Source: an optimization exercise on an open RTL-to-GDS flow (aim: small area, a short achievable clock period and few clock cycles). Production flows keep margins and buffers that such runs may drop. Where RTL was checked, it was by simulation tests only, not by an equivalence proof against the original. Power and IR drop assume default switching activity.

lane 1:
==> flow/design.v (excerpt) <==
module fc_layer_top (
	input  logic          clk,
	input  logic          reset_n,
	input  logic          i_run,
	input  fc_pkg::cnt_t  i_num_cnt,
	output logic          o_idle,
	output logic          o_read,
	output logic          o_write,
	output logic          o_done,
	output fc_pkg::addr_t o_mem_addr,
	output logic          o_mem_ce,
	input  fc_pkg::word_t i_node_q,
	input  fc_pkg::word_t i_wgt0_q,
	input  fc_pkg::word_t i_wgt1_q,
	output fc_pkg::acc_t  o_result_0,
	output fc_pkg::acc_t  o_result_1,
	output fc_pkg::acc_t  o_result_2,
	output fc_pkg::acc_t  o_result_3
);
	localparam int LW = fc_pkg::LANE_W;
	logic rd_valid;
	logic clr;
	fc_sequencer u_seq (
		.clk        (clk),
		.reset_n    (reset_n),
		.i_run      (i_run),
		.i_num_cnt  (i_num_cnt),
		.o_idle     (o_idle),
		.o_read     (o_read),
		.o_write    (o_write),
		.o_done     (o_done),
		.o_rd_valid (rd_valid),
		.o_clr      (clr),
		.o_mem_ce   (o_mem_ce),
		.o_mem_addr (o_mem_addr)
	);
	fc_pkg::digit_t one_d [2];
	fc_pkg::digit_t two_d [2];
	fc_pkg::digit_t neg_d [2];
	fc_pkg::digit_t one [2];
	fc_pkg::digit_t two [2];
	fc_pkg::digit_t neg [2];
	fc_pkg::word_t  wgt_r [fc_pkg::NUM_WEIGHT_MEMS];
	for (genvar h = 0; h < 2; h++) begin : g_enc
		fc_booth_enc u_enc (
			.i_m   (i_node_q[LW*(2-h)-1 -: LW]),
			.o_one (one_d[h]),
			.o_two (two_d[h]),
			.o_neg (neg_d[h])
		);
		always_ff @(posedge clk) begin
			one[h] <= one_d[h] & {fc_pkg::NUM_DIGITS{rd_valid}};
			two[h] <= two_d[h] & {fc_pkg::NUM_DIGITS{rd_valid}};
			neg[h] <= neg_d[h];
		end
	end
	always_ff @(posedge clk) begin
		wgt_r[0] <= i_wgt0_q;
		wgt_r[1] <= i_wgt1_q;
	end
	fc_pkg::acc_t lane_result [fc_pkg::NUM_LANES];
	for (genvar g = 0; g < fc_pkg::NUM_LANES; g++) begin : g_lane
		fc_mac_lane u_lane (
			.clk      (clk),
			.reset_n  (reset_n),
			.i_clr    (clr),
			.i_one    (one[g%2]),
			.i_two    (two[g%2]),
			.i_neg    (neg[g%2]),
			.i_wgt    (wgt_r[g/2][LW*(2-g%2)-1 -: LW]),
			.o_result (lane_result[g])
		);
	end
	assign o_result_0 = lane_result[0];
	assign o_result_1 = lane_result[1];
	assign o_result_2 = lane_result[2];
	assign o_result_3 = lane_result[3];
endmodule
Size in the first run: about 520 flip-flops.
clock: 10.0 ns
lec_check: 0
cap_margin: 20
core_margin: 2
core_utilization: 72
cts_cluster_diameter: 70
cts_cluster_size: 24
setup_slack_margin: 5
slew_margin: 20
synth_hierarchical: 1
standard.sh (not shown) runs the stock make flow with config.mk's settings and CLKGATE_MAP_FILE= SYNTH_SCRIPT=/design/flow/synth_recipe.tcl, a recipe that flattens the netlist after the stock synthesis.
==> flow/flow/run.sh <==
#!/bin/bash
# Standard layout, with timing repair aimed at a shorter period than the clock's,
# and plain buffers (rather than delay cells) on the ports. The clock, the
# constraints and every other step stay as the standard flow's own layout makes them.
set -euo pipefail
bash standard.sh SETUP_SLACK_MARGIN=6.7 "BUFFER_PORTS_ARGS=-buffer_cell sky130_fd_sc_hd__buf_2" finish > standard.log 2>&1
Testbench counts of lane 1, summed over its fixed seeds: cycles 17,461.
> inputs changed (lane 1 -> lane 2)
- swapping 72 for 65 in CORE_UTILIZATION
Notes after the runs:
Lane 2: combinational power share lower than lane 1. Die area for lane 2: 11% up relative to lane 1. Delta (lane 2 minus lane 1): part of the cycle the worst path needs moved down, power per cell area neither gained nor lost much.
Relative to lane 2, the following input files were edited for lane 3:
- CORE_UTILIZATION: 65 -> 55
-- flow/flow/run.sh --
<<< lane 2, line 5
set -euo pipefail
bash standard.sh SETUP_SLACK_MARGIN=6.7 "BUFFER_PORTS_ARGS=-buffer_cell sky130_fd_sc_hd__buf_2" finish > standard.log 2>&1
>>> lane 3, line 5
set -euo pipefail
bash standard.sh SETUP_SLACK_MARGIN=6.8 "BUFFER_PORTS_ARGS=-buffer_cell sky130_fd_sc_hd__buf_2" finish > standard.log 2>&1
==> notes.md <==
Lane 3: no failed stages, no open violations at the end. Re routed wire length: lane 3 is 6.6% up on lane 2. Lane 3 ends up with a count of non-CTS buffers in the layout that is 26 higher than in lane 2. Compared to lane 2, lane 3 shows a wider setup margin. On post-route fraction of the period consumed by the critical path, lane 2 and lane 3 are neck and neck. As far as worst reg2reg path depth goes, lane 3 and lane 2 are indistinguishable; the numbers are identical. Delta (lane 3 minus lane 2): core utilization fell by 9.3 points, number of buffers added by the clock tree synthesis step rose by about 6%, die outline height rose by about 9%. Comparing lane 2 against lane 3, there is no change at all in count of unresolved DRC violations after routing. Relative to lane 2, power has increased by 3.0% in lane 3.


Another version of the RTL of fc_layer_top (not shown whole).
Size in the first run: about 3500 cells after synthesis, roughly 39000 sq um of cells after synthesis.
==> flow/design.v (excerpt) <==
module fc_layer_top (
	input  logic          clk,
	input  logic          reset_n,
	input  logic          i_run,
	input  fc_pkg::cnt_t  i_num_cnt,
	output logic          o_idle,
	output logic          o_read,
	output logic          o_write,
	output logic          o_done,
	output fc_pkg::addr_t o_mem_addr,
	output logic          o_mem_ce,
	input  fc_pkg::word_t i_node_q,
	input  fc_pkg::word_t i_wgt0_q,
	input  fc_pkg::word_t i_wgt1_q,
	output fc_pkg::acc_t  o_result_0,
	output fc_pkg::acc_t  o_result_1,
	output fc_pkg::acc_t  o_result_2,
	output fc_pkg::acc_t  o_result_3
);
Settings: LEC_CHECK=0, CAP_MARGIN=20, CORE_MARGIN=2, CORE_UTILIZATION=55, SETUP_SLACK_MARGIN=5, SLEW_MARGIN=20, SYNTH_HIERARCHICAL=1; clock period 10.0 ns.
run.sh (not shown) runs the stock make flow with config.mk's settings and CLKGATE_MAP_FILE= SYNTH_SCRIPT=/design/flow/synth_recipe.tcl, a recipe that flattens the netlist after the stock synthesis.
Stock flow here: none of the scripts above is used.
Next try:
==> flow/flow/run.sh (new file) <==
#!/bin/bash
# Standard layout, with timing repair aimed at a shorter period than the clock's:
# the clock, constraints and every other step stay as the standard flow's own layout makes them.
set -euo pipefail
bash standard.sh SETUP_SLACK_MARGIN=6.8 finish > standard.log 2>&1
==> flow/standard.sh (new file) <==
#!/bin/bash
# synth_recipe.tcl (not shown) runs the flow's synth.tcl, then flattens the netlist and writes it again
# the make line also repeats each setting of config.mk as NAME=value (left out here)
make -C /OpenROAD-flow-scripts/flow DESIGN_CONFIG=/design/flow/config.mk WORK_HOME=/design/flow/orfs CLKGATE_MAP_FILE= SYNTH_SCRIPT=/design/flow/synth_recipe.tcl "${@:-finish}"
removed: flow/run.sh
What happened: Via count came out higher by 13%; synthesized cell count stays the same; cell area goes up by 19%; register-to-register slack is better by 950 ps; utilization grows by 12 points; sequential share of layout area shrinks by 3.7 points; routed wire length increases by 31%; hold slack stays flat; area after synthesis does not change; clock-buffer cell count fell by 9; fmax rises by 25%.
No functional check of the RTL was part of any run of this note.

==> port drivers added, routing unchanged <==
The results above use ideal ports. As a check the final layouts listed here were re-extracted and re-timed, cells and wires unchanged. Step 1 assumes that a clkbuf_16 drives the clock port and a buf_2 every other input. Step 2 moves the port delays by t, midway between the first and last clock arrival at a register: inputs arrive t later, outputs are due t later. That takes back most of the time a late clock gives input paths. a / b / c = no drivers / after step 1 / after step 2; a / b = the first two.
| run | t (ns) | setup WS [ns] | worst setup path at the end | worst register clock-pin slew, ns |
|---|---|---|---|---|
| lane 1 | 0.676 | 6.702 / 6.668 / 6.227 | input to register | 0.10 / 0.10 |
| lane 2 | 0.635 | 6.746 / 6.683 / 6.274 | input to register | 0.09 / 0.09 |
| lane 3 | 0.645 | 6.758 / 6.694 / 6.347 | input to register | 0.09 / 0.09 |
| the first run of note 2 | 0.698 | 5.224 / 5.224 / 5.224 | register to register | 0.06 / 0.06 |
| the second run of note 2 | 0.697 | 6.174 / 6.174 / 6.174 | register to register | 0.07 / 0.07 |
After both steps every run listed still meets setup and hold. The setup slack of lane 1, which loses most, moves by -0.034 ns with the drivers and by -0.475 ns with both steps.
